What follows belongs to an exercise in optimizing a design on an open flow for small area and a short achievable clock period; a production flow would make more cautious choices.
Function was checked by simulation only, so behaviour that the tests miss may differ from the original.
No activity file was given, so power comes from the tool's default toggle rates. No driver is modelled on the clock port, so clocking that relies on it looks cheaper here than on a real chip.

### flow/run.sh
#!/bin/bash
# synth_recipe.tcl (not shown) runs the flow's synth.tcl, then flattens the netlist and writes it again
# the make line also repeats each setting of config.mk as NAME=value (left out here)
make -C /OpenROAD-flow-scripts/flow DESIGN_CONFIG=/design/flow/config.mk WORK_HOME=/design/flow/orfs CLKGATE_MAP_FILE= SYNTH_SCRIPT=/design/flow/synth_recipe.tcl finish
### flow/config.mk
export PLATFORM = sky130hd
export DESIGN_NAME = lc3b_mem_responder
export DESIGN_NICKNAME = lc3b_mem_responder
export VERILOG_FILES = /design/flow/design.v
export SDC_FILE = /design/flow/constraint.sdc
export NUM_CORES = 4
export LEC_CHECK = 0
export CAP_MARGIN = 30
export CORE_MARGIN = 2
export CORE_UTILIZATION = 60
export CTS_BUF_LIST = sky130_fd_sc_hd__clkbuf_16
export CTS_CLUSTER_DIAMETER = 100
export CTS_CLUSTER_SIZE = 30
export SETUP_SLACK_MARGIN = 4.3
export SLEW_MARGIN = 30
export SYNTH_HIERARCHICAL = 1
export SYNTH_MINIMUM_KEEP_SIZE = 0
### flow/constraint.sdc
create_clock -name core_clock -period 7.0 [get_ports {clk}]
set_input_delay 1.4000 -clock core_clock [delete_from_list [all_inputs] [get_ports {clk}]]
set_output_delay 1.4000 -clock core_clock [all_outputs]
set_load 0.01 [all_outputs]
### flow/design.v
package lc3b_types;
  typedef logic [15:0] lc3b_word;
endpackage
module lc3b_byte_ram (
  input  logic         clk,
  input  logic [255:0] i_wl,
  input  logic [15:0]  i_b,
  output logic [15:0]  o_rd_n
);
  logic [127:0] r_j;
  logic [4095:0] r_x;
  logic [4095:0] w_wl;
  logic [4095:0] w_b;
  for (genvar w = 0; w < 256; w++) begin : g_w
    assign w_wl[w*16 +: 16] = {16{i_wl[w]}};
    assign w_b[w*16 +: 16]  = i_b;
  end
  always_ff @(posedge clk) r_x <= ~((w_wl & w_b) | r_x);
  for (genvar k = 0; k < 16; k++) begin : g_rd
    logic [255:0] w_col;
    logic [85:0]  w_g;
    logic [21:0]  w_h;
    logic [7:0]   w_j;
    logic [1:0]   w_k;
    logic [7:0]   w_jr;
    for (genvar w = 0; w < 256; w++) begin : g_c
      assign w_col[w] = r_x[w*16 + k];
    end
    for (genvar j = 0; j < 85; j++) begin : g_g
      lc3b_rd3 u_rd3 (
        .i_x (w_col[3*j +: 3]),
        .i_wl(i_wl[3*j +: 3]),
        .o_n (w_g[j])
      );
    end
    lc3b_nand2 u_g85 (.i_a({w_col[255], i_wl[255]}), .o_y(w_g[85]));
    lc3b_nand4 u_h0 (.i_a(w_g[3:0]), .o_y(w_h[0]));
    lc3b_nand4 u_h1 (.i_a(w_g[7:4]), .o_y(w_h[1]));
    lc3b_nand4 u_h2 (.i_a(w_g[11:8]), .o_y(w_h[2]));
    lc3b_nand4 u_h3 (.i_a(w_g[15:12]), .o_y(w_h[3]));
    lc3b_nand4 u_h4 (.i_a(w_g[19:16]), .o_y(w_h[4]));
    lc3b_nand4 u_h5 (.i_a(w_g[23:20]), .o_y(w_h[5]));
    lc3b_nand4 u_h6 (.i_a(w_g[27:24]), .o_y(w_h[6]));
    lc3b_nand4 u_h7 (.i_a(w_g[31:28]), .o_y(w_h[7]));
    lc3b_nand4 u_h8 (.i_a(w_g[35:32]), .o_y(w_h[8]));
    lc3b_nand4 u_h9 (.i_a(w_g[39:36]), .o_y(w_h[9]));
    lc3b_nand4 u_h10 (.i_a(w_g[43:40]), .o_y(w_h[10]));
    lc3b_nand4 u_h11 (.i_a(w_g[47:44]), .o_y(w_h[11]));
    lc3b_nand4 u_h12 (.i_a(w_g[51:48]), .o_y(w_h[12]));
    lc3b_nand4 u_h13 (.i_a(w_g[55:52]), .o_y(w_h[13]));
    lc3b_nand4 u_h14 (.i_a(w_g[59:56]), .o_y(w_h[14]));
    lc3b_nand4 u_h15 (.i_a(w_g[63:60]), .o_y(w_h[15]));
    lc3b_nand4 u_h16 (.i_a(w_g[67:64]), .o_y(w_h[16]));
    lc3b_nand4 u_h17 (.i_a(w_g[71:68]), .o_y(w_h[17]));
    lc3b_nand4 u_h18 (.i_a(w_g[75:72]), .o_y(w_h[18]));
    lc3b_nand4 u_h19 (.i_a(w_g[79:76]), .o_y(w_h[19]));
    lc3b_nand4 u_h20 (.i_a(w_g[83:80]), .o_y(w_h[20]));
    lc3b_nand2 u_h21 (.i_a(w_g[85:84]), .o_y(w_h[21]));
    lc3b_nor3 u_j0 (.i_a(w_h[2:0]), .o_y(w_j[0]));
    lc3b_nor3 u_j1 (.i_a(w_h[5:3]), .o_y(w_j[1]));
    lc3b_nor3 u_j2 (.i_a(w_h[8:6]), .o_y(w_j[2]));
    lc3b_nor3 u_j3 (.i_a(w_h[11:9]), .o_y(w_j[3]));
    lc3b_nor3 u_j4 (.i_a(w_h[14:12]), .o_y(w_j[4]));
    lc3b_nor3 u_j5 (.i_a(w_h[17:15]), .o_y(w_j[5]));
    lc3b_nor2 u_j6 (.i_a(w_h[19:18]), .o_y(w_j[6]));
    lc3b_nor2 u_j7 (.i_a(w_h[21:20]), .o_y(w_j[7]));
    always_ff @(posedge clk) r_j[8*k +: 8] <= w_j;
    assign w_jr = r_j[8*k +: 8];
    lc3b_nand4 u_k0 (.i_a(w_jr[3:0]), .o_y(w_k[0]));
    lc3b_nand4 u_k1 (.i_a(w_jr[7:4]), .o_y(w_k[1]));
    lc3b_nor2 u_l (.i_a(w_k), .o_y(o_rd_n[k]));
  end
endmodule
module lc3b_rd3 (
  input  logic [2:0] i_x,
  input  logic [2:0] i_wl,
  output logic       o_n
);
  assign o_n = ~|(i_x & i_wl);
endmodule
module lc3b_nand2 (
  input  logic [1:0] i_a,
  output logic       o_y
);
  assign o_y = ~&i_a;
endmodule
module lc3b_nand4 (
  input  logic [3:0] i_a,
  output logic       o_y
);
  assign o_y = ~&i_a;
endmodule
module lc3b_nor2 (
  input  logic [1:0] i_a,
  output logic       o_y
);
  assign o_y = ~|i_a;
endmodule
module lc3b_nor3 (
  input  logic [2:0] i_a,
  output logic       o_y
);
  assign o_y = ~|i_a;
endmodule
module lc3b_mem_responder
#(
  parameter int DEPTH_WORDS = 256,
  parameter int LATENCY     = 2
) (
  input  logic       clk,
  input  logic       rst_n,
  input  logic       mem_read,
  input  logic       mem_write,
  input  logic [1:0] mem_byte_enable,
  input  lc3b_types::lc3b_word   mem_address,
  input  lc3b_types::lc3b_word   mem_wdata,
  output lc3b_types::lc3b_word   mem_rdata,
  output logic       mem_resp
);
  logic        r_s1, r_s2, r_resp;
  logic [15:0] r_pa_n, r_pb_n;
  logic        r_p;
  logic [1:0]  r_c;
  logic [15:0] r_d;
  logic [15:0] r_rdata;
  logic        w_cap;
  logic [15:0] w_lane;
  logic [15:0] w_pa, w_pb;
  logic [255:0] w_wl;
  logic [15:0] w_b;
  logic [15:0] w_rd_n;
  logic        w_unused;
  assign w_unused = ^{mem_address[15:9], mem_address[0]};
  assign w_cap = ~(r_s1 | r_s2 | r_resp) & (mem_read | mem_write);
  always_ff @(posedge clk or negedge rst_n) begin
    if (!rst_n) begin
      r_s1   <= 1'b0;
      r_s2   <= 1'b0;
      r_resp <= 1'b0;
    end else begin
      r_s1   <= w_cap;
      r_s2   <= r_s1;
      r_resp <= r_s2;
    end
  end
  for (genvar i = 0; i < 16; i++) begin : g_pd
    assign w_pa[i] = (mem_address[8:5] == 4'(i));
    assign w_pb[i] = (mem_address[4:1] == 4'(i));
  end
  always_ff @(posedge clk) begin
    if (w_cap) begin
      r_pa_n <= ~w_pa;
      r_pb_n <= ~w_pb;
    end
  end
  always_ff @(posedge clk) r_p <= ~r_p;
  assign w_lane = {{8{mem_byte_enable[1]}}, {8{mem_byte_enable[0]}}} & {16{mem_write & ~mem_read}};
  always_ff @(posedge clk or negedge rst_n) begin
    if (!rst_n) begin
      r_c <= 2'b00;
      r_d <= '0;
    end else if (w_cap) begin
      r_c <= {w_lane[8], w_lane[0]};
      r_d <= w_lane & ~(mem_wdata ^ {16{r_p}});
    end else if (r_resp) begin
      r_c <= 2'b00;
      r_d <= '0;
    end
  end
  assign w_b = r_d | ({{8{r_c[1]}}, {8{r_c[0]}}} & {16{r_s2}});
  for (genvar w = 0; w < 256; w++) begin : g_wl
    assign w_wl[w] = ~(r_pa_n[w / 16] | r_pb_n[w % 16]);
  end
  lc3b_byte_ram u_ram (
    .clk   (clk),
    .i_wl  (w_wl),
    .i_b   (w_b),
    .o_rd_n(w_rd_n)
  );
  always_ff @(posedge clk) r_rdata <= w_rd_n ^ {16{r_p}};
  assign mem_rdata = r_rdata;
  assign mem_resp  = r_resp;
endmodule
==> metrics.yaml, run 1 <==
status: "finished clean"
cts.clk_slew.worst_paths_ns: 0.11
max_freq_mhz: 355
grt.total_usage_pct: 31.7
place_ws_ns: 3.73
rsz0062_at_grt: "true"
swShare_pct: 29.9
comb_power_share_pct: 15.8
cp_slowest_stage_delay_ns: 0.44
cp.depth: 1
syn_area_mm2: 0.131
cp_cell_sequence: "buf_6"
regToRegStartpoint: "r_pb_n[4]$_DFFE_PP_"
ys_ff_latch: 4294
timing.final.crit_share_pct: 40.2
cts_tree: "built"
cts_buffers: 161
yosysSeqAreaShare_pct: 66.1
fin_util_pct: 63.9
finalNetCount: 11300
grt_pass1_wl_mm: 547
period_minus_slack_ns: 2.82
timing.final.ws_setup_ns: 4.18
setup_viol: 0
ys_types: 26
vdd_drop_max_v: 0.000276
fin_tns_setup_ns: 0
die_h_um: 471
p_int_mw: 35.5
hpwlAfterDp_mm: 214
rrSetupSlack_ns: 4.30
grt_pass1_vias: 90300
worst_skew_pair.late_latency_ns: 0.87
slowest_stage: "dfrtp_2"
avgSynthCellArea_um2: 11.2
synthCells: 11700
ys_warn_count: 8
wirelength_mm: 372
antenna_found_initial: 19
leakage_nw: 58.3
vias: 96500
grt-ovfl-total: 0
hold_class: "flop to flop"
place_congestion: 0.826
critPathCaptureType: "output port"
ant_nets: 0
worst_r2r_endpoint: "u_ram.r_j[66]$_DFF_P_"
p_per_area_mw_per_mm2: 365
route.detailed.drc: 0
seq_power_share_pct: 61.3
relSlewSlack_pct: 32.4
first_iter_violations: 15000
dieArea_mm2: 0.222
worstPathArrival_ns: 1.42
num_rows: 171
area_growth_pct: 6.00
worstSetupStartpointType: "flop"
wl_per_cell_um: 26.3
worstPathMaxFanout: 2
worst_hold_path.endpoint: "u_ram.r_x[1506]$_DFF_P_"
tightest_slew_ns: 1.01
drv_slew: 0
reg2reg_depth: 6
die_w_um: 471
critical_path_class: "flop to output port"
ctsLongestPathBuffers: 3
core_area_mm2: 0.217
portBuffers: 46
clock-sinks: 4294
n_fill_cell: 16900
grt_max_degree: 185
critPathLaunch: "r_resp$_DFF_PN0_"
worst_ep_required_time_ns: 5.60
p_sw_mw: 15.1
start_util_pct: 60.3
whs_path_depth: 1
clockPowerShare_pct: 22.9
clock-root-buffer: "clkbuf_16"
dr.pass1.iters: 13
worstHoldStart: "u_ram.r_x[1506]$_DFF_P_"
finalHoldViolCount: 0
via_per_inst: 6.82
critPathTopFamily: "flip-flops"
synthesis.nets: 11700
ctsHoldBuffers: 0
io_pins: 55
path_buf_inv: 1
max-cap-violations: 0
fin_worst_skew_ns: 0.0322
post_route_cells_drive_above_1_share_pct: 8.51
htreeDepth: 4
==> routing by layer <==
layer	vias to the layer above	track usage, %	wire (um)
li1	44200	-	-
met1	48100	44.6	162000
met2	3711	50.4	168000
met3	485	4.23	29200
met4	2	11.2	13000
met5	-	0	13
==> cell type report <==
class                      instances  area [um^2]  area share, %
timing repair buffer             403         3700           2.67
inverter                           1         3.75        0.00271
antenna                            9         22.5         0.0163
multi-input combinational       6398        40500           29.2
clock buffer                     171         4280           3.09
tap                             2854         3570           2.58
clock inverter                    16         96.3         0.0695
sequential                      4294        86400           62.4
==> registers in the layout, indices dropped and copies added, names as in the netlist <==
register	flops
r_resp	1
u_ram.r_x	4096
r_pb_n	16
r_s2	1
r_pa_n	16
r_rdata	16
u_ram.r_j	128
r_d	16
r_s1	1
r_p	1
r_c	2
==> per-module statistics from Yosys (local to each module, per instance) <==
| module | flops+latches | copies in the design | cells inside | cell area, um^2 |
|---|---|---|---|---|
| lc3b_nor3 | 0 | 96 | 1 | 10.0 |
| lc3b_nand2 | 0 | 32 | 1 | 3.75 |
| lc3b_byte_ram | 4224 | 1 | 9280 | 110000 |
| lc3b_mem_responder | 70 | 1 | 520 | 3900 |
| lc3b_nor2 | 0 | 48 | 1 | 3.75 |
| lc3b_rd3 | 0 | 1360 | 1 | 10.0 |
| lc3b_nand4 | 0 | 368 | 1 | 6.26 |
==> power groups by stage <==
| stage | combinational [mW] | sequential (mW) | clock, mW |
|---|---|---|---|
| floorplan | 4.98 | 30.7 | 0 |
| global placement | 7.09 | 31.2 | 0 |
| detailed placement | 7.48 | 31.5 | 0 |
| CTS | 7.77 | 30.9 | 11.7 |
| global route | 8.53 | 31.4 | 12.5 |
| finish | 7.98 | 31.0 | 11.6 |
==> timing repair <==
| item | CTS | global route |
|---|---|---|
| gates resized for setup | 127 | 15 |
| cloned | 18 | 6 |
| setup buffers | 12 | 14 |
| endpoints found under the hold margin | 0 | 0 |
| endpoints found under the setup margin | 3093 | 2346 |
==> synth_stat cells <==
cell / n / area [um^2]
o2bb2ai_1: 16 / 140
nand4_1: 372 / 2330
nor2b_1: 8 / 50.1
buf_1: 122 / 458
edfxtp_1: 32 / 961
nand2b_1: 16 / 100
xor2_1: 32 / 280
clkbuf_1: 208 / 781
nand2_1: 52 / 195
or2_4: 1 / 8.76
nand4b_1: 2 / 17.5
buf_2: 647 / 3240
nand3_1: 12 / 60.1
a21oi_1: 4098 / 20500
nor2_1: 310 / 1160
o31ai_1: 2 / 15.0
buf_4: 51 / 383
a21oi_4: 1 / 16.3
a222oi_1: 1360 / 13600
nor3_2: 96 / 961
dfrtp_1: 21 / 526
buf_6: 1 / 11.3
nor2_4: 1 / 11.3
dfxtp_1: 4241 / 84900
nor4_1: 1 / 6.26
inv_1: 1 / 3.75
==> cells in the final DEF, fill, tap and decap left out, types with 3 or more instances in the layout <==
master	n
dfxtp_1	4227
a21oi_1	4098
a222oi_1	1360
nand4_1	372
buf_4	309
nor2_2	256
clkbuf_16	173
nor3_2	89
nor2_1	53
nand2_1	50
xor2_1	32
edfxtp_1	32
buf_6	29
clkdlybuf4s50_1	28
nand2b_4	19
dfrtp_1	19
o2bb2ai_1	16
nand2b_2	15
dfxtp_2	14
nand3_1	12
inv_1	12
buf_16	10
diode_2	9
buf_12	9
nor2b_1	8
nor3_4	7
buf_8	7
bufbuf_16	4
buf_2	4
inv_6	3
==> how the worst max path moves through the flow <==
stage | slack [ns] | endpoint
2_1_floorplan | 4.10 | r_pa_n[0]$_DFFE_PP_
3_3_place_gp | 3.68 | u_ram.r_x[593]$_DFF_P_
3_5_place_dp | 3.73 | u_ram.r_x[1473]$_DFF_P_
4_1_cts | 4.13 | mem_resp
5_1_grt | 4.15 | mem_resp
6_report | 4.18 | mem_resp
==> metrics by stage <==
stage | instances | power, mW | hold WS (ns) | instance area (um^2)
CTS | 14100 | 50.4 | 0.413 | 138000
finish | 14100 | 50.6 | 0.412 | 139000
global route | 14100 | 52.5 | 0.419 | 139000
detailed placement | 13900 | 38.9 | 0.399 | 133000
global placement | 13900 | 38.3 | 0.396 | 133000
floorplan | 11700 | 35.7 | 0.388 | 131000
==> cell families after synthesis <==
group / synth area share [%]
DFF: 66.1
and+or+nand+nor: 3.75
AOI/OAI and AO/OA: 26.2
buffers and inverters: 3.73
xor gates and xnor gates: 0.214
==> run 2: changes to the inputs <==
--- a/flow/design.v
+++ b/flow/design.v
@@ -10,10 +10,11 @@
   logic [127:0] r_j;
-  logic [4095:0] r_x;
-  logic [4095:0] w_wl;
-  logic [4095:0] w_b;
-  for (genvar w = 0; w < 256; w++) begin : g_w
-    assign w_wl[w*16 +: 16] = {16{i_wl[w]}};
-    assign w_b[w*16 +: 16]  = i_b;
-  end
-  always_ff @(posedge clk) r_x <= ~((w_wl & w_b) | r_x);
+  logic [4095:0] w_x;
+  for (genvar k = 0; k < 16; k++) begin : g_s
+    lc3b_slice u_s (
+      .clk (clk),
+      .i_wl(i_wl),
+      .i_b (i_b[k]),
+      .o_x (w_x[k*256 +: 256])
+    );
+  end
   for (genvar k = 0; k < 16; k++) begin : g_rd
@@ -26,3 +27,3 @@
     for (genvar w = 0; w < 256; w++) begin : g_c
-      assign w_col[w] = r_x[w*16 + k];
+      assign w_col[w] = w_x[k*256 + w];
     end
@@ -73,2 +74,12 @@
 endmodule
+module lc3b_slice (
+  input  logic         clk,
+  input  logic [255:0] i_wl,
+  input  logic         i_b,
+  output logic [255:0] o_x
+);
+  logic [255:0] r_x;
+  always_ff @(posedge clk) r_x <= ~((i_wl & {256{i_b}}) | r_x);
+  assign o_x = r_x;
+endmodule
 module lc3b_rd3 (
@@ -120,6 +131,6 @@
   logic        r_s1, r_s2, r_resp;
-  logic [15:0] r_pa_n, r_pb_n;
+  logic [15:0] r_pa, r_pb;
   logic        r_p;
-  logic [1:0]  r_c;
-  logic [15:0] r_d;
+  logic [15:0] r_w;
+  logic [15:0] r_b;
   logic [15:0] r_rdata;
@@ -129,3 +140,2 @@
   logic [255:0] w_wl;
-  logic [15:0] w_b;
   logic [15:0] w_rd_n;
@@ -151,4 +161,4 @@
     if (w_cap) begin
-      r_pa_n <= ~w_pa;
-      r_pb_n <= ~w_pb;
+      r_pa <= w_pa;
+      r_pb <= w_pb;
     end
@@ -157,17 +167,17 @@
   assign w_lane = {{8{mem_byte_enable[1]}}, {8{mem_byte_enable[0]}}} & {16{mem_write & ~mem_read}};
+  always_ff @(posedge clk) begin
+    if (w_cap) r_w <= w_lane & mem_wdata;
+  end
   always_ff @(posedge clk or negedge rst_n) begin
-    if (!rst_n) begin
-      r_c <= 2'b00;
-      r_d <= '0;
-    end else if (w_cap) begin
-      r_c <= {w_lane[8], w_lane[0]};
-      r_d <= w_lane & ~(mem_wdata ^ {16{r_p}});
-    end else if (r_resp) begin
-      r_c <= 2'b00;
-      r_d <= '0;
-    end
-  end
-  assign w_b = r_d | ({{8{r_c[1]}}, {8{r_c[0]}}} & {16{r_s2}});
+    if (!rst_n)     r_b <= '0;
+    else if (w_cap) r_b <= w_lane;
+    else if (r_s1)  r_b <= r_b & ~(r_w ^ {16{r_p}});
+    else            r_b <= '0;
+  end
   for (genvar w = 0; w < 256; w++) begin : g_wl
-    assign w_wl[w] = ~(r_pa_n[w / 16] | r_pb_n[w % 16]);
+    lc3b_wl_and u_wl (
+      .i_a(r_pa[w / 16]),
+      .i_b(r_pb[w % 16]),
+      .o_y(w_wl[w])
+    );
   end
@@ -176,3 +186,3 @@
     .i_wl  (w_wl),
-    .i_b   (w_b),
+    .i_b   (r_b),
     .o_rd_n(w_rd_n)
@@ -183 +193,8 @@
 endmodule
+module lc3b_wl_and (
+  input  logic i_a,
+  input  logic i_b,
+  output logic o_y
+);
+  assign o_y = i_a & i_b;
+endmodule
==> run 2 against run 1 <==
Against the previous run:
- still clean on timing, DRC and antenna
- sequential cell count is 14 higher
- wire length down 3.3%
- synthesized area increased by 0.53%
- utilization down 0.28 points
- worst setup slack better by 0.010 ns
- fmax increased by 0.37%
- clock skew is 0.0035 ns lower
- power rose by 48%
- register-to-register slack got worse by 0.03 ns
- critical path type unchanged
==> metrics.yaml, run 2 <==
status: "finished clean"
io_pins: 55  # unchanged
finalHoldViolCount: 0  # unchanged
relSlewSlack_pct: 24.5  # -7.9 points
grt-ovfl-total: 0  # unchanged
fin_tns_setup_ns: 0  # unchanged
rsz0062_at_grt: "true"
first_iter_violations: 14300  # -4.6%
area_growth_pct: 5.18
path_buf_inv: 1  # unchanged
cts.clk_slew.worst_paths_ns: 0.11  # about the same
critPathCaptureType: "output port"
final_common_cell: "dfxtp_1"
synth_top_area_share_pct: 64.6  # -0.35 points
timing.final.crit_share_pct: 40.1  # -0.15 points
hold_class: "flop to flop"
die_w_um: 472  # +0.26%
ctsLongestPathBuffers: 3  # unchanged
place_congestion: 0.809  # -2.0%
grt_pass1_wl_mm: 537  # -2.0%
critical_path_class: "flop to output port"
cp_slowest_stage_delay_ns: 0.39  # -0.05 ns
grt.total_usage_pct: 30.9  # -0.84 points
worst_ep_required_time_ns: 5.60  # about the same
leakage_nw: 54.9  # -5.9%
drv_slew: 0  # unchanged
regMostFlops: "u_ram.g_s.u_s.r_x"
antenna_found_initial: 28  # +9
dieArea_mm2: 0.223  # +0.53%
portBuffers: 46  # unchanged
synthSimpleGateAreaFrac_pct: 4.25  # +0.50 points
grt_pass1_vias: 89300  # -1.1%
hpwlAfterDp_mm: 215  # +0.58%
placed_area_mm2: 0.133  # about the same
worstPathArrival_ns: 1.41  # about the same
synth_top_family_by_area: "compound AO/OA/AOI/OAI gates"
die_h_um: 472  # +0.26%
reg.largest.list: "u_ram.g_s.u_s.r_x x4096, u_ram.r_j x128"
dr.pass1.iters: 15  # +2
cts_buffers: 161  # unchanged
max-cap-violations: 0  # unchanged
ys_ff_latch: 4308  # +0.33%
fin_worst_skew_ns: 0.0287  # -0.00351 ns
ys_top_cells_by_area: "dfxtp_1 65%, a21oi_1 16%, a222oi_1 10%, buf_6 2.8%, nand4_1 1.8%"
cts_tree: "built"
worstPathMaxFanout: 2  # unchanged
ys_types: 23  # -12%
netlist_top_cells_count: "4241 x dfxtp_1, 4096 x a21oi_1, 1360 x a222oi_1"
slowest_stage: "dfrtp_1"
grt_max_degree: 193  # +4.3%
layout_common_cells: "4230 x dfxtp_1, 4096 x a21oi_1, 1360 x a222oi_1"
synthXorXnorAreaFrac_pct: 0.213  # -0.0011 points
tightest_slew_ns: 1.13  # +0.120 ns
rrSetupSlack_ns: 4.27  # -0.03 ns
synth_compound_area_share_pct: 26.0  # -0.20 points
yosysSeqAreaShare_pct: 66.1  # about the same
synth_area_leader_cell: "dfxtp_1"
synthArstFlopShare_pct: 0.441  # -0.048 points
synth.area.mux_share_pct: 0  # unchanged
num_rows: 171  # unchanged
largest_register_ffs: 4096  # unchanged
ys_warn_count: 9  # +1
synthCells: 11200  # -4.7%
finalNetCount: 11300  # -0.28%
yosysMostFrequentCell: "dfxtp_1"
worstSetupStartpointType: "flop"
synthAdderAreaFrac_pct: 0  # unchanged
post_route_cells_drive_above_1_share_pct: 5.78  # -2.7 points
worst_skew_pair.late_latency_ns: 0.88  # about the same
critPathTopFamily: "flip-flops"
start_util_pct: 60.5  # +0.20 points
ctsHoldBuffers: 0  # unchanged
p_per_area_mw_per_mm2: 543  # +49%
clock-root-buffer: "clkbuf_16"
synthesis.nets: 11200  # -4.7%
avgSynthCellArea_um2: 11.8  # +5.5%
post-route-cell-area_mm2: 0.138  # -0.24%
n_fill_cell: 16800  # -0.21%
route.detailed.drc: 0  # unchanged
synth_edf_count: 48  # +50%
cp_cell_sequence: "buf_2"
setup_viol: 0  # unchanged
via_per_inst: 6.76  # -0.97%
core_area_mm2: 0.217  # +0.20%
max_freq_mhz: 356  # +0.37%
period_minus_slack_ns: 2.81  # -0.0103 ns
syn_area_mm2: 0.131  # +0.53%
synth_flop_cell: "dfxtp_1"
multi_input_area_mm2: 0.0401  # -0.99%
wirelength_mm: 359  # -3.3%
vias: 95500  # -1.1%
htreeDepth: 4  # unchanged
final-seq-area_mm2: 0.0869  # +0.56%
wl_per_cell_um: 25.4  # -3.3%
ant_nets: 0  # unchanged
clock-sinks: 4308  # +0.33%
vdd_drop_max_v: 0.000334  # +21%
==> run 2: kinds of logic (layout without fill, tap and decap cells) <==
family / after synthesis / after routing
AO/OA/AOI/OAI: 5472 / 5472
flip-flops: 4308 / 4308
AND/OR/NAND/NOR: 883 / 883
buffers and inverters: 457 / 560
XOR/XNOR: 32 / 32
other: 0 / 25
==> run 2: final cells by class <==
type / instances / share of cell area, %
diodes: 25 / 0.0453
clock buffers: 171 / 3.10
clock inverters: 20 / 0.0742
inverters: 1 / 0.00272
multi-input cells: 6387 / 29.0
flip-flops and latches: 4308 / 62.9
well taps: 2854 / 2.58
repair buffers: 368 / 2.34
==> run 2: stage by stage <==
step	std cells	hold WS (ns)	power, mW	utilization, %	setup slack (ns)
CTS	14100	0.401	74.8	63.4	4.16
global route	14100	0.409	79.3	63.6	4.14
floorplan	11200	0.355	55.5	-	4.42
detailed placement	13900	0.377	63.5	61.4	3.79
finish	14100	0.399	75.1	63.6	4.19
global placement	13900	0.367	62.0	61.4	3.81
==> run 2: routing by layer <==
layer / routed length [um] / global-route usage [%] / share of wire [%]
met1: 158000 / 43.3 / 44
met2: 164000 / 49.6 / 46
met3: 27800 / 4.16 / 7.7
met4: 9520 / 9.83 / 2.6
met5: 36 / 0 / 0.010
==> run 2: path summary, 6_finish.rpt <==
kind,cells past startpoint,start,endpoint
setup / recovery,1,r_resp$_DFF_PN0_,mem_resp
hold / removal,0,r_s2$_DFF_PN0_,r_resp$_DFF_PN0_
setup reg to reg,6,r_pb[11]$_DFFE_PP_,u_ram.r_j[74]$_DFF_P_
hold reg to reg,0,r_s2$_DFF_PN0_,r_resp$_DFF_PN0_
max in group asynchronous,1,rst_n,r_b[9]$_DFF_PN0_
min in group asynchronous,1,rst_n,r_b[15]$_DFF_PN0_
==> run 2: timing repair <==
action | in CTS | in global routing
setup buffers | 5 | 2
endpoints found under the setup margin | 74 | 89
pin swaps | 3 | 4
resized for setup | 86 | 16
==> run 2: per-module statistics from Yosys, one instance, submodules excluded, a selection <==
module	cells	area [um^2]	flip-flops and latches	times used
lc3b_slice	540	6690	256	16
lc3b_byte_ram	128	2560	128	1
lc3b_nor3	1	10.0	0	96
lc3b_nand4	1	6.26	0	368
lc3b_wl_and	1	6.26	0	256
lc3b_nor2	1	3.75	0	48
lc3b_nand2	1	3.75	0	32
==> run 2: power by group <==
group | internal [mW] | switching [mW]
Combinational | 7.27 | 12.1
Sequential | 37.0 | 7.16
Clock | 4.42 | 7.15
Total | 48.7 | 26.4
==> run 3: changes to the inputs <==
--- a/flow/design.v
+++ b/flow/design.v
@@ -9,3 +9,3 @@
 );
-  logic [127:0] r_j;
+  logic [31:0] r_k;
   logic [4095:0] w_x;
@@ -25,3 +25,3 @@
     logic [1:0]   w_k;
-    logic [7:0]   w_jr;
+    logic [1:0]   w_kr;
     for (genvar w = 0; w < 256; w++) begin : g_c
@@ -67,7 +67,7 @@
     lc3b_nor2 u_j7 (.i_a(w_h[21:20]), .o_y(w_j[7]));
-    always_ff @(posedge clk) r_j[8*k +: 8] <= w_j;
-    assign w_jr = r_j[8*k +: 8];
-    lc3b_nand4 u_k0 (.i_a(w_jr[3:0]), .o_y(w_k[0]));
-    lc3b_nand4 u_k1 (.i_a(w_jr[7:4]), .o_y(w_k[1]));
-    lc3b_nor2 u_l (.i_a(w_k), .o_y(o_rd_n[k]));
+    lc3b_nand4 u_k0 (.i_a(w_j[3:0]), .o_y(w_k[0]));
+    lc3b_nand4 u_k1 (.i_a(w_j[7:4]), .o_y(w_k[1]));
+    always_ff @(posedge clk) r_k[2*k +: 2] <= w_k;
+    assign w_kr = r_k[2*k +: 2];
+    lc3b_nor2 u_l (.i_a(w_kr), .o_y(o_rd_n[k]));
   end
@@ -159,8 +159,10 @@
   end
-  always_ff @(posedge clk) begin
-    if (w_cap) begin
-      r_pa <= w_pa;
-      r_pb <= w_pb;
-    end
-  end
+  logic [31:0] w_pd_nxt;
+  lc3b_hold #(.W(32)) u_pd_hold (
+    .i_sel(w_cap),
+    .i_new({w_pa, w_pb}),
+    .i_old({r_pa, r_pb}),
+    .o_y  (w_pd_nxt)
+  );
+  always_ff @(posedge clk) {r_pa, r_pb} <= w_pd_nxt;
   always_ff @(posedge clk) r_p <= ~r_p;
@@ -200 +202,11 @@
 endmodule
+module lc3b_hold #(
+  parameter int W = 1
+) (
+  input  logic         i_sel,
+  input  logic [W-1:0] i_new,
+  input  logic [W-1:0] i_old,
+  output logic [W-1:0] o_y
+);
+  assign o_y = i_sel ? i_new : i_old;
+endmodule
==> run 3 against run 2 <==
Against the previous run:
- still clean
- power shrank 41%
- synthesized cell count shrank 0.54%
- clock skew grew 0.0041 ns
- critical path type unchanged
- critical endpoint unchanged
- highest routed layer unchanged
==> metrics.yaml, run 3 <==
layout_common_cells: "4146 x dfxtp_1, 4096 x a21oi_1, 1360 x a222oi_1"
yosysMostFrequentCell: "dfxtp_1"
syn_area_mm2: 0.130  # -1.3%
area_growth_pct: 5.55
final_common_cell: "dfxtp_1"
num_rows: 170  # -0.58%
grt_max_degree: 185  # -4.1%
grt_pass1_wl_mm: 531  # -1.1%
cp_cell_sequence: "buf_2"
fin_worst_skew_ns: 0.0329  # +0.00415 ns
p_sw_mw: 12.7  # -52%
post_route_cells_drive_above_1_share_pct: 6.65  # +0.87 points
htreeDepth: 4  # unchanged
worstSetupStartpointType: "flop"
vias: 95100  # -0.41%
ys_ff_latch: 4212  # -2.2%
slowest_stage: "dfrtp_1"
reg.largest.list: "u_ram.g_s.u_s.r_x x4096, u_ram.r_k x32"
seq_power_share_pct: 59.5  # +0.7 points
cts_tree: "built"
swShare_pct: 28.8  # -6.4 points
antenna_found_initial: 29  # +3.6%
start_util_pct: 60.4  # -0.073 points
timing.final.crit_share_pct: 39.5  # -0.62 points
io_pins: 55  # unchanged
synth_flop_cell: "dfxtp_1"
netlist_top_cells_count: "4177 x dfxtp_1, 4096 x a21oi_1, 1360 x a222oi_1"
ant_nets: 0  # unchanged
worstHoldStart: "r_p$_DFF_P_"
clockPowerShare_pct: 25.0  # +9.6 points
fin_tns_setup_ns: 0  # unchanged
grt-ovfl-total: 0  # unchanged
vdd_drop_max_v: 0.000276  # -17%
core_area_mm2: 0.215  # -1.2%
hpwlAfterDp_mm: 216  # +0.28%
avgSynthCellArea_um2: 11.7  # -0.76%
setup_viol: 0  # unchanged
wirelength_mm: 357  # -0.75%
clock-sinks: 4212  # -2.2%
leakage_nw: 59.0  # +7.4%
post-route-cell-area_mm2: 0.137  # -0.94%
ys_types: 26  # +13%
tightest_slew_ns: 1.12  # -0.0148 ns
status: "finished clean"
cts.clk_slew.worst_paths_ns: 0.11  # about the same
fin_cells: 14100  # -0.59%
comb_power_share_pct: 15.4  # -10 points
largest_register_ffs: 4096  # unchanged
placed_area_mm2: 0.132  # -1.3%
rsz0062_at_grt: "true"
cts_buffers: 158  # -1.9%
dieArea_mm2: 0.220  # -1.3%
synth_edf_count: 16  # -67%
fin_util_pct: 63.7  # +0.15 points
dpl.cell_count: 13800  # -0.52%
ctsHoldBuffers: 0  # unchanged
worstPathMaxFanout: 2  # unchanged
dr.pass1.iters: 11  # -4
worstPathArrival_ns: 1.36  # -0.05 ns
hold-worst-slack_ns: 0.392  # -0.00664 ns
synthCells: 11100  # -0.54%
synth_top_area_share_pct: 64.5  # -0.14 points
grt.total_usage_pct: 31.1  # +0.22 points
die_w_um: 469  # -0.64%
p_int_mw: 31.5  # -35%
worst_r2r_endpoint: "u_ram.r_k[10]$_DFF_P_"
place_congestion: 0.809  # about the same
critical_path_class: "flop to output port"
portBuffers: 46  # unchanged
n_fill_cell: 16800  # -0.41%
multi_input_area_mm2: 0.0409  # +2.1%
p_per_area_mw_per_mm2: 323  # -41%
worst_skew_pair.late_latency_ns: 0.84  # -0.04 ns
max_freq_mhz: 362  # +1.6%
drv_slew: 0  # unchanged
worst_hold_path.endpoint: "r_p$_DFF_P_"
synthesis.nets: 11100  # -0.54%
worst_ep_required_time_ns: 5.60  # about the same
path_buf_inv: 1  # unchanged
route.detailed.drc: 0  # unchanged
via_per_inst: 6.77  # +0.19%
regToRegStartpoint: "r_pb[10]$_DFF_P_"
hold_class: "flop to flop"
period_minus_slack_ns: 2.76  # -0.0436 ns
rrSetupSlack_ns: 4.28  # about the same
wl_per_cell_um: 25.4  # -0.15%
first_iter_violations: 14600  # +2.5%
final-seq-area_mm2: 0.0847  # -2.5%
reg2reg_depth: 7  # +1
whs_path_depth: 1  # +1
yosysSeqAreaShare_pct: 65.2  # -0.86 points
ys_top_cells_by_area: "dfxtp_1 64%, a21oi_1 16%, a222oi_1 10%, buf_6 2.8%, nand4_1 1.8%"
cp_slowest_stage_delay_ns: 0.39  # about the same
grt_pass1_vias: 88500  # -0.87%
finalNetCount: 11200  # -0.39%
synth_area_leader_cell: "dfxtp_1"
ctsLongestPathBuffers: 3  # unchanged
critPathTopFamily: "flip-flops"
synthArstFlopShare_pct: 0.451  # +0.010 points
regMostFlops: "u_ram.g_s.u_s.r_x"
finalHoldViolCount: 0  # unchanged
max-cap-violations: 0  # unchanged
relSlewSlack_pct: 25.5  # +0.99 points
ys_warn_count: 9  # unchanged
critPathCaptureType: "output port"
clock-root-buffer: "clkbuf_16"
die_h_um: 469  # -0.64%
-- run 3: kinds of logic after synthesis --
| logic type | after synthesis | share of synthesized area [%] |
|---|---|---|
| compound gates | 5472 | 26.4 |
| mux | 32 | 0.365 |
| buf+inv | 461 | 3.56 |
| flops | 4212 | 65.2 |
| xor+xnor | 32 | 0.216 |
| simple gates | 883 | 4.30 |
-- run 3: how the worst max path moves through the flow --
stage                     depth (start not counted)              from               end  slack [ns]
after floorplan                                   5          mem_read   r_pa[0]$_DFF_P_        4.50
after global placement                            6         mem_write  r_pa[13]$_DFF_P_        3.49
after detailed placement                          6         mem_write  r_pa[13]$_DFF_P_        3.46
after CTS                                         1  r_resp$_DFF_PN0_          mem_resp        4.17
after global routing                              1  r_resp$_DFF_PN0_          mem_resp        4.14
final                                             1  r_resp$_DFF_PN0_          mem_resp        4.24
-- run 3: what timing repair did --
action,in CTS,in global routing
pin swaps,33,49
gates resized for setup,191,91
endpoints found under the setup margin,341,53
setup buffers,10,13
-- run 3: routing by layer --
metal | global-route usage (%) | part of all wire [%] | up-vias
met5 | 0 | 0.0081 | -
met4 | 11.0 | 3.6 | 4
met3 | 3.50 | 7.1 | 472
met2 | 50.6 | 46 | 3351
met1 | 43.0 | 43 | 47300
li1 | - | - | 44000
-- run 3: Yosys stat by module (local to each module, per instance), excerpt --
module | cells inside | copies in the design | flops+latches
lc3b_slice | 540 | 16 | 256
lc3b_wl_and | 1 | 256 | 0
lc3b_nor3 | 1 | 96 | 0
lc3b_nand4 | 1 | 368 | 0
lc3b_rd3 | 1 | 1360 | 0
lc3b_nor2 | 1 | 48 | 0
-- run 3: power by group through the flow --
stage          clock (mW)  sequential (mW)  combinational (mW)
2_1_floorplan           0             26.4                3.96
3_3_place_gp            0             26.9                6.03
3_5_place_dp            0             26.9                6.23
4_1_cts              11.3             26.3                6.51
5_1_grt              12.1             26.4                7.10
6_report             11.1             26.3                6.83
-- run 3: stage by stage --
step           worst slack, ns  total power, mW
4_1_cts                   4.17             44.1
6_report                  4.24             44.2
2_1_floorplan             4.50             30.3
5_1_grt                   4.14             45.6
3_5_place_dp              3.46             33.1
3_3_place_gp              3.49             32.9
-- run 3: layout make-up --
cell class                      count  area share [%]
Tap cell                         2838            2.59
Antenna cell                       23          0.0420
Inverter                            1         0.00274
Multi-Input combinational cell   6419            29.9
Clock inverter                      5          0.0256
Timing Repair Buffer              391            2.65
Sequential cell                  4212            61.9
Clock buffer                      161            2.94
==> run 4: changes to the inputs <==
--- a/flow/config.mk
+++ b/flow/config.mk
@@ -13,3 +13,3 @@
 export CTS_CLUSTER_SIZE = 30
-export SETUP_SLACK_MARGIN = 4.3
+export SETUP_SLACK_MARGIN = 4.4
 export SLEW_MARGIN = 30
==> run 4 against run 3 <==
Against the previous run:
- sequential power is essentially flat
- power grew 0.67%
- non-clock buffer count grew 75
- wire length grew 2.2%
- critical endpoint unchanged
==> metrics.yaml, run 4 <==
status: "finished clean"
placed_area_mm2: 0.132  # unchanged
cts_tree: "built"
worstPathArrival_ns: 1.37  # about the same
worstHoldStart: "r_p$_DFF_P_"
reg.largest.list: "u_ram.g_s.u_s.r_x x4096, u_ram.r_k x32"
die_w_um: 469  # unchanged
worst_hold_path.endpoint: "r_p$_DFF_P_"
leakage_nw: 59.6  # +1.1%
ctsHoldBuffers: 0  # unchanged
wl_per_cell_um: 25.8  # +1.8%
n_fill_cell: 16600  # -0.93%
ys_types: 26  # unchanged
ant_nets: 0  # unchanged
finalHoldViolCount: 0  # unchanged
max-cap-violations: 0  # unchanged
num_rows: 170  # unchanged
timing.final.crit_share_pct: 39.6  # +0.15 points
synthCells: 11100  # unchanged
die_h_um: 469  # unchanged
critPathCaptureType: "output port"
yosysSeqAreaShare_pct: 65.2  # unchanged
drv_slew: 0  # unchanged
synthesis.nets: 11100  # unchanged
regToRegStartpoint: "r_pb[13]$_DFF_P_"
relSlewSlack_pct: 30.6  # +5.1 points
vias: 95600  # +0.49%
slowest_stage: "dfrtp_1"
grt_pass1_vias: 88600  # +0.097%
tightest_slew_ns: 1.04  # -0.0771 ns
final_common_cell: "dfxtp_1"
path_buf_inv: 1  # unchanged
worstSetupStartpointType: "flop"
synth_top_area_share_pct: 64.5  # unchanged
start_util_pct: 60.4  # unchanged
synth_flop_cell: "dfxtp_1"
critPathTopFamily: "flip-flops"
grt-ovfl-total: 0  # unchanged
fin_util_pct: 64.4  # +0.66 points
reg2reg_depth: 9  # +2
cts_buffers: 158  # unchanged
dr.pass1.iters: 11  # unchanged
cts.clk_slew.worst_paths_ns: 0.11  # about the same
cp_slowest_stage_delay_ns: 0.39  # about the same
avgSynthCellArea_um2: 11.7  # unchanged
timing.final.ws_setup_ns: 4.23  # -0.0106 ns
synth_edf_count: 16  # unchanged
finalNetCount: 11300  # +0.67%
wirelength_mm: 365  # +2.2%
worst_skew_pair.late_latency_ns: 0.85  # about the same
area_growth_pct: 6.65
layout_common_cells: "4141 x dfxtp_1, 4096 x a21oi_1, 1360 x a222oi_1"
route.detailed.drc: 0  # unchanged
worst_r2r_endpoint: "u_ram.r_k[6]$_DFF_P_"
dpl.cell_count: 13800  # unchanged
critical_path_class: "flop to output port"
clock-sinks: 4212  # unchanged
clock-root-buffer: "clkbuf_16"
fin_tns_setup_ns: 0  # unchanged
regMostFlops: "u_ram.g_s.u_s.r_x"
p_per_area_mw_per_mm2: 322  # -0.36%
worst_ep_required_time_ns: 5.60  # about the same
yosysMostFrequentCell: "dfxtp_1"
period_minus_slack_ns: 2.77  # +0.0106 ns
rrSetupSlack_ns: 4.35  # +0.07 ns
io_pins: 55  # unchanged
fin_cells: 14100  # +0.46%
syn_area_mm2: 0.130  # unchanged
ctsLongestPathBuffers: 3  # unchanged
ys_warn_count: 9  # unchanged
rsz0062_at_grt: "true"
setup_viol: 0  # unchanged
fin_worst_skew_ns: 0.0361  # +0.00319 ns
hpwlAfterDp_mm: 216  # unchanged
grt_max_degree: 185  # unchanged
synth_area_leader_cell: "dfxtp_1"
place_ws_ns: 3.46  # unchanged
post_route_cells_drive_above_1_share_pct: 7.49  # +0.84 points
largest_register_ffs: 4096  # unchanged
hold_class: "flop to flop"
place_congestion: 0.809  # unchanged
first_iter_violations: 14600  # -0.027%
post-route-cell-area_mm2: 0.138  # +1.0%
vdd_drop_max_v: 0.000281  # +1.5%
ys_top_cells_by_area: "dfxtp_1 64%, a21oi_1 16%, a222oi_1 10%, buf_6 2.8%, nand4_1 1.8%"
cp_cell_sequence: "buf_2"
htreeDepth: 4  # unchanged
via_per_inst: 6.77  # about the same
grt_pass1_wl_mm: 531  # about the same
worstPathMaxFanout: 2  # unchanged
antenna_found_initial: 29  # unchanged
netlist_top_cells_count: "4177 x dfxtp_1, 4096 x a21oi_1, 1360 x a222oi_1"
max_freq_mhz: 361  # -0.38%
dieArea_mm2: 0.220  # unchanged
portBuffers: 46  # unchanged
whs_path_depth: 1  # unchanged
synthArstFlopShare_pct: 0.451  # unchanged
core_area_mm2: 0.215  # unchanged
ys_ff_latch: 4212  # unchanged
grt.total_usage_pct: 31.1  # +0.034 points
## run 4: timing repair
action	4_1_cts	5_1_grt
resized for setup	243	189
buffers inserted	12	69
endpoints found under the setup margin	353	318
pin swaps	60	91
gates cloned	1	16
## run 4: worst max-delay path by stage
stage | startpoint | slack (ns) | end | cells after the start
3_5_place_dp | mem_write | 3.46 | r_pa[13]$_DFF_P_ | 6
4_1_cts | r_resp$_DFF_PN0_ | 4.17 | mem_resp | 1
2_1_floorplan | mem_read | 4.50 | r_pa[0]$_DFF_P_ | 5
6_report | r_resp$_DFF_PN0_ | 4.23 | mem_resp | 1
5_1_grt | r_resp$_DFF_PN0_ | 4.14 | mem_resp | 1
3_3_place_gp | mem_write | 3.49 | r_pa[13]$_DFF_P_ | 6
## run 4: power by group
part           internal, mW  switching [mW]  total, mW
clock network          4.17            6.93       11.1
logic                  2.19            4.90       7.09
registers              25.3            1.03       26.3
## run 4: modules after synthesis, one instance, submodules excluded, a selection
module | cells | area [um^2]
lc3b_slice | 540 | 6690
lc3b_mem_responder | 224 | 2790
lc3b_byte_ram | 32 | 641
lc3b_nor3 | 1 | 10.0
lc3b_rd3 | 1 | 10.0
lc3b_nand4 | 1 | 6.26
lc3b_wl_and | 1 | 6.26
lc3b_nand2 | 1 | 3.75
lc3b_nor2 | 1 | 3.75
## run 4: logic make-up (layout without fill, tap and decap cells)
| kind of cell | Yosys count | after routing | synth area share (%) |
|---|---|---|---|
| compound gates | 5472 | 5472 | 26.4 |
| flops | 4212 | 4212 | 65.2 |
| simple gates | 883 | 883 | 4.30 |
| buf+inv | 461 | 633 | 3.56 |
| xor+xnor | 32 | 32 | 0.216 |
| mux | 32 | 32 | 0.365 |
| other cells | 0 | 12 | 0 |
## run 4: final cells by class
class | count | area, um^2 | area share, %
multi-input cells | 6419 | 41000 | 29.7
clock inverters | 5 | 35.0 | 0.0253
inverters | 1 | 3.75 | 0.00271
repair buffers | 466 | 4960 | 3.59
clock buffers | 161 | 4030 | 2.91
diodes | 12 | 30.0 | 0.0217
flip-flops and latches | 4212 | 84700 | 61.2
well taps | 2838 | 3550 | 2.57
## run 4: layer usage
layer | wire length (um) | share of wire [%] | vias up | GRT usage, %
li1 | - | - | 44100 | -
met1 | 157000 | 43 | 47400 | 42.8
met2 | 167000 | 46 | 3553 | 50.5
met3 | 27500 | 7.5 | 504 | 3.90
met4 | 13900 | 3.8 | 2 | 11.4
met5 | 10 | 0.0027 | - | 0
## run 4: per-stage QoR
stage	hold WS, ns	power [mW]
global route	0.405	45.9
finish	0.393	44.5
CTS	0.394	44.2
floorplan	0.355	30.3
detailed placement	0.368	33.1
global placement	0.360	32.9
==> run 5: changes to the inputs <==
--- a/flow/design.v
+++ b/flow/design.v
@@ -130,3 +130,3 @@
 );
-  logic        r_s1, r_s2, r_resp;
+  logic        r_s1, r_s2, r_resp, r_busy;
   logic [15:0] r_pa, r_pb;
@@ -143,3 +143,3 @@
   assign w_unused = ^{mem_address[15:9], mem_address[0]};
-  assign w_cap = ~(r_s1 | r_s2 | r_resp) & (mem_read | mem_write);
+  assign w_cap = ~r_busy & (mem_read | mem_write);
   always_ff @(posedge clk or negedge rst_n) begin
@@ -149,2 +149,3 @@
       r_resp <= 1'b0;
+      r_busy <= 1'b0;
     end else begin
@@ -153,2 +154,3 @@
       r_resp <= r_s2;
+      r_busy <= w_cap | r_s1 | r_s2;
     end
--- a/flow/config.mk
+++ b/flow/config.mk
@@ -13,3 +13,3 @@
 export CTS_CLUSTER_SIZE = 30
-export SETUP_SLACK_MARGIN = 4.4
+export SETUP_SLACK_MARGIN = 4.3
 export SLEW_MARGIN = 30
==> run 5 against run 4 <==
Against the previous run:
- first-iteration DRC count rose by 2.8%
- synthesized cell count shrank 0.12%
- critical path depth unchanged
- fmax decreased by 0.45%
- sequential share of layout area increased by 0.53 points
- synthesized area is essentially flat
- global-route usage is essentially flat
- critical path type unchanged
- sequential cell count up 1
- worst setup slack lost 0.012 ns
- critical endpoint is now mem_rdata[3]
- clock power barely moved
==> metrics.yaml, run 5 <==
ys_warn_count: 9  # unchanged
synthCells: 11100  # -0.12%
setup_viol: 0  # unchanged
max_freq_mhz: 359  # -0.45%
grt-ovfl-total: 0  # unchanged
yosysMostFrequentCell: "dfxtp_1"
synth.area.mux_share_pct: 0.364  # about the same
via_per_inst: 6.81  # +0.53%
status: "finished clean"
synthAdderAreaFrac_pct: 0  # unchanged
synth_top_area_share_pct: 64.4  # about the same
critPathCaptureType: "output port"
vias: 95600  # +0.044%
syn_area_mm2: 0.130  # about the same
io_pins: 55  # unchanged
avgSynthCellArea_um2: 11.7  # +0.19%
final_common_cell: "dfxtp_1"
period_minus_slack_ns: 2.79  # +0.0125 ns
worstPathArrival_ns: 1.39  # +0.02 ns
finalNetCount: 11200  # -0.81%
first_iter_violations: 15100  # +2.8%
dr.pass1.iters: 14  # +3
hpwlAfterDp_mm: 219  # +1.4%
place_congestion: 0.814  # +0.61%
hold_class: "flop to flop"
synth_area_leader_cell: "dfxtp_1"
clock-sinks: 4213  # +0.024%
rrSetupSlack_ns: 4.24  # -0.11 ns
regMostFlops: "u_ram.g_s.u_s.r_x"
p_per_area_mw_per_mm2: 309  # -4.1%
fin_worst_skew_ns: 0.0247  # -0.0114 ns
timing.final.crit_share_pct: 39.8  # +0.18 points
grt_pass1_vias: 88300  # -0.39%
num_rows: 170  # unchanged
ys_top_cells_by_area: "dfxtp_1 64%, a21oi_1 16%, a222oi_1 10%, buf_6 2.8%, nand4_1 1.8%"
reg.largest.list: "u_ram.g_s.u_s.r_x x4096, u_ram.r_k x32"
path_buf_inv: 1  # unchanged
die_w_um: 469  # about the same
ctsHoldBuffers: 0  # unchanged
dieArea_mm2: 0.220  # about the same
ys_ff_latch: 4213  # +0.024%
synthesis.nets: 11100  # -0.12%
synth_compound_area_share_pct: 26.4  # +0.042 points
antenna_found_initial: 39  # +34%
route.detailed.drc: 0  # unchanged
grt_max_degree: 200  # +8.1%
portBuffers: 46  # unchanged
ant_nets: 0  # unchanged
cts.clk_slew.worst_paths_ns: 0.11  # about the same
worst_ep_required_time_ns: 5.60  # about the same
netlist_top_cells_count: "4177 x dfxtp_1, 4096 x a21oi_1, 1360 x a222oi_1"
leakage_nw: 59.2  # -0.68%
n_fill_cell: 16700  # +0.42%
post_route_cells_drive_above_1_share_pct: 7.05  # -0.44 points
grt_pass1_wl_mm: 532  # +0.22%
wirelength_mm: 360  # -1.2%
critPathTopFamily: "flip-flops"
fin_tns_setup_ns: 0  # unchanged
cts_tree: "built"
drv_slew: 0  # unchanged
finalHoldViolCount: 0  # unchanged
ctsLongestPathBuffers: 3  # unchanged
area_growth_pct: 5.69
grt.total_usage_pct: 31.1  # about the same
htreeDepth: 4  # unchanged
rsz0062_at_grt: "true"
die_h_um: 469  # about the same
cp_slowest_stage_delay_ns: 0.40  # about the same
relSlewSlack_pct: 31.2  # +0.56 points
cp_cell_sequence: "clkbuf_2"
vdd_drop_max_v: 0.000272  # -3.2%
yosysSeqAreaShare_pct: 65.2  # about the same
tightest_slew_ns: 1.03  # -0.00840 ns
layout_common_cells: "4142 x dfxtp_1, 4096 x a21oi_1, 1360 x a222oi_1"
p_total_mw: 42.4  # -4.9%
start_util_pct: 60.4  # about the same
worstPathMaxFanout: 1  # -1
slowest_stage: "dfxtp_4"
synth_flop_cell: "dfxtp_1"
synth_top_family_by_area: "compound AO/OA/AOI/OAI gates"
synthArstFlopShare_pct: 0.475  # +0.024 points
clock-root-buffer: "clkbuf_16"
worst_skew_pair.late_latency_ns: 0.86  # about the same
core_area_mm2: 0.215  # unchanged
max-cap-violations: 0  # unchanged
cts_buffers: 158  # unchanged
synthXorXnorAreaFrac_pct: 0.216  # about the same
worstSetupStartpointType: "flop"
synth_edf_count: 16  # unchanged
wl_per_cell_um: 25.7  # -0.70%
ys_types: 27  # +3.8%
synthSimpleGateAreaFrac_pct: 4.25  # -0.050 points
critical_path_class: "flop to output port"
largest_register_ffs: 4096  # unchanged
==> run 5: cell types whose count changed in the layout (fill, tap and decap cells not counted), moves of 12 or more <==
cell | before | now
nand2_1 | 52 | 37
and2_2 | 20 | 32
buf_12 | 46 | 22
o22ai_1 | 16 | 0
a41o_1 | 0 | 16
xnor2_1 | 0 | 16
buf_8 | 16 | 4
xor2_1 | 32 | 16
buf_6 | 59 | 44
==> run 5: layer usage <==
metal / GRT usage [%] / wire length (um) / up-vias
li1: - / - / 44000
met1: 44.7 / 160000 / 47800
met2: 48.5 / 161000 / 3444
met3: 4.41 / 28500 / 414
met4: 10.2 / 10600 / 14
met5: 0 / 75 / -
==> run 5: Yosys stat by module (local to each module, per instance), excerpt <==
| module | area [um^2] | copies in the design | flip-flops and latches |
|---|---|---|---|
| lc3b_byte_ram | 641 | 1 | 32 |
| lc3b_mem_responder | 2890 | 1 | 85 |
| lc3b_nand2 | 3.75 | 32 | 0 |
| lc3b_nand4 | 6.26 | 368 | 0 |
| lc3b_nor2 | 3.75 | 48 | 0 |
| lc3b_nor3 | 10.0 | 96 | 0 |
| lc3b_rd3 | 10.0 | 1360 | 0 |
| lc3b_slice | 6690 | 16 | 256 |
| lc3b_wl_and | 6.26 | 256 | 0 |
==> run 5: logic make-up (layout without fill, tap and decap cells) <==
| group | after synthesis | in the layout |
|---|---|---|
| AO/OA/AOI/OAI | 5473 | 5473 |
| XOR/XNOR | 32 | 32 |
| buffers and inverters | 463 | 572 |
| flip-flops | 4213 | 4213 |
| multiplexers | 32 | 32 |
| other | 0 | 20 |
| AND/OR/NAND/NOR | 866 | 866 |
==> run 5: report_power, final <==
part           switching (mW)  leakage [nW]  internal [mW]
Combinational            3.69          21.4           1.55
Sequential              0.788          35.6           24.9
Clock                    7.01          2.14           4.37
==> run 5: worst paths after layout <==
path	cells past startpoint	to	start
min in group asynchronous	1	r_b[13]$_DFF_PN0_	rst_n
max reg2reg	7	u_ram.r_k[18]$_DFF_P_	r_pb[10]$_DFF_P_
max in group asynchronous	1	r_b[10]$_DFF_PN0_	rst_n
min	0	r_resp$_DFF_PN0_	r_s2$_DFF_PN0_
min reg2reg	0	r_resp$_DFF_PN0_	r_s2$_DFF_PN0_
max	1	mem_rdata[3]	r_rdata[3]$_DFF_P_
==> run 5: cell type report <==
type                            instances  area, um^2  share of cell area [%]
Timing Repair Buffer                  388        3520                    2.57
Tap cell                             2838        3550                    2.59
Clock buffer                          169        4230                    3.08
Inverter                                2        8.76                 0.00638
Multi-Input combinational cell       6403       41000                    29.9
Sequential cell                      4213       84700                    61.8
Antenna cell                           20        50.0                  0.0365
Clock inverter                         13        81.3                  0.0593
==> run 5: through the flow <==
stage | instances | area (um^2) | hold WS, ns | setup WS, ns | utilization, %
finish | 14000 | 137000 | 0.382 | 4.21 | 63.9
global route | 14000 | 137000 | 0.397 | 4.17 | 63.9
CTS | 14000 | 137000 | 0.389 | 4.03 | 63.6
detailed placement | 13800 | 132000 | 0.364 | 3.12 | 61.3
global placement | 13800 | 132000 | 0.360 | 3.18 | 61.3
floorplan | 11100 | 130000 | 0.352 | 4.21 | -
==> run 5: repair_timing <==
item | CTS | global route
buffers inserted | 10 | 21
gates cloned | 0 | 0
pin swaps | 35 | 53
endpoints found under the setup margin | 154 | 199
gates resized for setup | 223 | 104
hold endpoints to repair | 0 | 0
==> run 6: changes to the inputs <==
--- a/flow/design.v
+++ b/flow/design.v
@@ -6,2 +6,3 @@
   input  logic [255:0] i_wl,
+  input  logic [255:0] i_wl_r,
   input  logic [15:0]  i_b,
@@ -32,3 +33,3 @@
         .i_x (w_col[3*j +: 3]),
-        .i_wl(i_wl[3*j +: 3]),
+        .i_wl(i_wl_r[3*j +: 3]),
         .o_n (w_g[j])
@@ -36,3 +37,3 @@
     end
-    lc3b_nand2 u_g85 (.i_a({w_col[255], i_wl[255]}), .o_y(w_g[85]));
+    lc3b_nand2 u_g85 (.i_a({w_col[255], i_wl_r[255]}), .o_y(w_g[85]));
     lc3b_nand4 u_h0 (.i_a(w_g[3:0]), .o_y(w_h[0]));
@@ -139,3 +140,3 @@
   logic [15:0] w_pa, w_pb;
-  logic [255:0] w_wl;
+  logic [255:0] w_wl, w_wl_r;
   logic [15:0] w_rd_n;
@@ -186,2 +187,7 @@
     );
+    lc3b_wl_and u_wl_r (
+      .i_a(r_pa[w / 16]),
+      .i_b(r_pb[w % 16]),
+      .o_y(w_wl_r[w])
+    );
   end
@@ -190,2 +196,3 @@
     .i_wl  (w_wl),
+    .i_wl_r(w_wl_r),
     .i_b   (r_b),
--- a/flow/config.mk
+++ b/flow/config.mk
@@ -9,3 +9,3 @@
 export CORE_MARGIN = 2
-export CORE_UTILIZATION = 60
+export CORE_UTILIZATION = 65
 export CTS_BUF_LIST = sky130_fd_sc_hd__clkbuf_16
==> run 6 against run 5 <==
Against the previous run:
- count of clock-buffer cells in the layout fell by 8
- clock power barely moved
- hold slack gained 0.017 ns
- still clean
- critical path type is now flop to flop
==> metrics.yaml, run 6 <==
grt_pass1_vias: 91400  # +3.6%
num_rows: 165  # -2.9%
synth_compound_area_share_pct: 26.1  # -0.32 points
p_int_mw: 30.7  # -0.41%
status: "finished clean"
synth_edf_count: 16  # unchanged
swShare_pct: 28.0  # +0.85 points
syn_area_mm2: 0.131  # +1.2%
htreeDepth: 4  # unchanged
via_per_inst: 7.30  # +7.3%
wirelength_mm: 410  # +14%
period_minus_slack_ns: 2.81  # +0.0291 ns
rsz0062_at_grt: "true"
clock-root-buffer: "clkbuf_16"
max-cap-violations: 0  # unchanged
synthXorXnorAreaFrac_pct: 0.213  # -0.0026 points
io_pins: 55  # unchanged
cts_tree: "built"
critPathCaptureType: "flop"
ys_types: 27  # unchanged
hpwlAfterDp_mm: 250  # +14%
final_common_cell: "dfxtp_1"
setup_viol: 0  # unchanged
netlist_top_cells_count: "4177 x dfxtp_1, 4096 x a21oi_1, 1360 x a222oi_1"
p_total_mw: 42.7  # +0.77%
comb_power_share_pct: 13.6  # +1.2 points
worstSetupStartpointType: "flop"
synth_area_leader_cell: "dfxtp_1"
fin_util_pct: 68.2  # +4.3 points
worst_ep_required_time_ns: 7.74  # +2.14 ns
drv_slew: 0  # unchanged
synthAdderAreaFrac_pct: 0  # unchanged
worstPathMaxFanout: 18  # +17
place_congestion: 0.911  # +12%
first_iter_violations: 21600  # +44%
worst_skew_pair.late_latency_ns: 0.88  # +0.02 ns
layout_common_cells: "4148 x dfxtp_1, 4096 x a21oi_1, 1360 x a222oi_1"
ys_top_cells_by_area: "dfxtp_1 64%, a21oi_1 16%, a222oi_1 10%, buf_6 2.8%, and2_1 2.5%"
reg.largest.list: "u_ram.g_s.u_s.r_x x4096, u_ram.r_k x32"
dieArea_mm2: 0.206  # -6.5%
regMostFlops: "u_ram.g_s.u_s.r_x"
area_growth_pct: 4.49
antenna_found_initial: 29  # -26%
grt_max_degree: 176  # -12%
hold_class: "flop to flop"
worstPathArrival_ns: 3.56  # +2.17 ns
ant_nets: 0  # unchanged
yosysMostFrequentCell: "dfxtp_1"
synth.area.mux_share_pct: 0.360  # -0.0044 points
clock-sinks: 4213  # unchanged
max_freq_mhz: 355  # -1.0%
dr.pass1.iters: 15  # +1
timing.final.crit_share_pct: 40.2  # +0.42 points
finalHoldViolCount: 0  # unchanged
ctsLongestPathBuffers: 3  # unchanged
fin_worst_skew_ns: 0.0250  # +0.000335 ns
critical_path_class: "flop to flop"
grt_pass1_wl_mm: 589  # +11%
ys_ff_latch: 4213  # unchanged
ys_warn_count: 9  # unchanged
leakage_nw: 59.0  # -0.41%
avgSynthCellArea_um2: 11.6  # -1.1%
synth_top_area_share_pct: 63.6  # -0.78 points
fin_tns_setup_ns: 0  # unchanged
grt-ovfl-total: 0  # unchanged
wl_per_cell_um: 29.4  # +15%
synthSimpleGateAreaFrac_pct: 5.42  # +1.2 points
die_w_um: 454  # -3.3%
seq_power_share_pct: 60.2  # -0.6 points
clockPowerShare_pct: 26.2  # -0.7 points
grt.total_usage_pct: 37.3  # +6.2 points
post_route_cells_drive_above_1_share_pct: 5.93  # -1.1 points
cts_buffers: 158  # unchanged
finalNetCount: 11300  # +0.76%
relSlewSlack_pct: 17.8  # -13 points
yosysSeqAreaShare_pct: 64.4  # -0.79 points
synth_flop_cell: "dfxtp_1"
vias: 102000  # +6.5%
synth_top_family_by_area: "compound AO/OA/AOI/OAI gates"
synthCells: 11300  # +2.3%
route.detailed.drc: 0  # unchanged
portBuffers: 46  # unchanged
synthArstFlopShare_pct: 0.475  # unchanged
die_h_um: 454  # -3.3%
vdd_drop_max_v: 0.000303  # +12%
p_per_area_mw_per_mm2: 311  # +0.69%
p_sw_mw: 11.9  # +3.9%
cts.clk_slew.worst_paths_ns: 0.11  # about the same
core_area_mm2: 0.201  # -6.2%
tightest_slew_ns: 1.23  # +0.202 ns
synthesis.nets: 11400  # +2.3%
largest_register_ffs: 4096  # unchanged
start_util_pct: 65.2  # +4.8 points
==> run 6: cell types whose count changed after synthesis, sizes merged <==
cell,delta
and2,+256
==> run 6: power by group through the flow <==
stage          sequential (mW)  clock [mW]  combinational, mW
6_report                  25.7        11.2               5.81
2_1_floorplan             26.0           0               2.93
5_1_grt                   25.8        12.0               5.87
3_3_place_gp              26.2           0               4.92
4_1_cts                   25.7        11.2               5.29
3_5_place_dp              26.3           0               5.04
==> run 6: path summary, 6_finish.rpt <==
path / slack (ns) / endpoint / cells after the start / startpoint
max: 4.19 / u_ram.r_k[2]$_DFF_P_ / 6 / r_pa[0]$_DFF_P_
min: 0.40 / r_resp$_DFF_PN0_ / 0 / r_s2$_DFF_PN0_
max reg2reg: 4.19 / u_ram.r_k[2]$_DFF_P_ / 6 / r_pa[0]$_DFF_P_
min reg2reg: 0.40 / r_resp$_DFF_PN0_ / 0 / r_s2$_DFF_PN0_
max in group asynchronous: 6.16 / r_b[6]$_DFF_PN0_ / 1 / rst_n
min in group asynchronous: 0.46 / r_busy$_DFF_PN0_ / 1 / rst_n
==> run 6: per-layer routing <==
layer	wire [um]	vias up	part of all wire, %	global-route usage, %
li1	-	44400	-	-
met3	46800	758	11	6.97
met4	19000	12	4.6	16.8
met2	181000	6202	44	55.3
met1	163000	50400	40	53.3
met5	70	-	0.017	0
==> run 6: logic make-up after synthesis <==
family / after synthesis
multiplexers: 32
buffers and inverters: 463
flip-flops: 4213
AO/OA/AOI/OAI: 5473
AND/OR/NAND/NOR: 1122
XOR/XNOR: 32
==> run 6: Yosys stat by module, one instance, submodules excluded, excerpt <==
| module | flops+latches | copies in the design | cells inside | area, um^2 |
|---|---|---|---|---|
| lc3b_slice | 256 | 16 | 540 | 6690 |
| lc3b_mem_responder | 85 | 1 | 211 | 2890 |
| lc3b_rd3 | 0 | 1360 | 1 | 10.0 |
| lc3b_nor3 | 0 | 96 | 1 | 10.0 |
| lc3b_wl_and | 0 | 512 | 1 | 6.26 |
| lc3b_nand4 | 0 | 368 | 1 | 6.26 |
| lc3b_nor2 | 0 | 48 | 1 | 3.75 |
==> run 6: what timing repair did <==
action	in CTS	in global routing
setup buffers	18	64
resized for setup	305	102
endpoints found under the setup margin	105	131
pin swaps	111	99
hold buffers	0	0
gates cloned	1	9
==> run 6: final cells by class <==
| class | count | area (um^2) |
|---|---|---|
| Clock buffer | 161 | 4030 |
| Antenna cell | 16 | 40.0 |
| Fill cell | 15000 | 64200 |
| Tap cell | 2672 | 3340 |
| Sequential cell | 4213 | 84700 |
| Timing Repair Buffer | 212 | 2380 |
| Clock inverter | 5 | 35.0 |
| Multi-Input combinational cell | 6664 | 42800 |
| Inverter | 2 | 8.76 |
==> run 6: stage by stage <==
stage	std cells	cell area (um^2)	setup WS, ns	hold WS [ns]
finish	13900	137000	4.19	0.398
global placement	13700	131000	3.48	0.371
CTS	13900	136000	4.19	0.397
detailed placement	13700	131000	3.42	0.369
global route	13900	137000	4.17	0.415
floorplan	11300	131000	4.21	0.352
==> run 6: critical path, stage by stage, from the launching register on <==
cell and delay (ns):
dfxtp_4 0.37, buf_12 0.15, and2_4 0.20, a222oi_1 0.58
nand4_1 0.54, nor3_4 0.65, nand4_1 0.15

separate check: timing with driven ports:
How much do the figures lean on ideal ports? The routed layouts below were timed once more, with nothing changed but the port constraints. Step 1 assumes that a clkbuf_16 drives the clock port and a buf_2 every other input. Step 2 also shifts input and output timing later by t, the mid clock arrival at the registers, as if the neighbouring blocks saw the same clock. a / b / c = ideal / step 1 / step 2; a / b = the first two.
| run | t, ns | setup WS [ns] | hold WS [ns] |
|---|---|---|---|
| run 1 | 0.942 | 4.184 / 4.094 / 3.911 | 0.412 / 0.405 / 0.412 |
| run 2 | 0.950 | 4.194 / 4.113 / 3.613 | 0.399 / 0.399 / 0.399 |
| run 3 | 0.919 | 4.238 / 4.148 / 3.614 | 0.392 / 0.392 / 0.392 |
| run 4 | 0.927 | 4.227 / 4.135 / 3.614 | 0.393 / 0.393 / 0.393 |
| run 5 | 0.942 | 4.215 / 4.120 / 3.520 | 0.382 / 0.382 / 0.382 |
| run 6 | 0.954 | 4.186 / 4.140 / 3.519 | 0.398 / 0.398 / 0.398 |
After both steps every run listed still meets setup and hold. For run 5, which loses most, drivers alone change the setup slack by -0.095 ns; drivers and shift together by -0.695 ns.
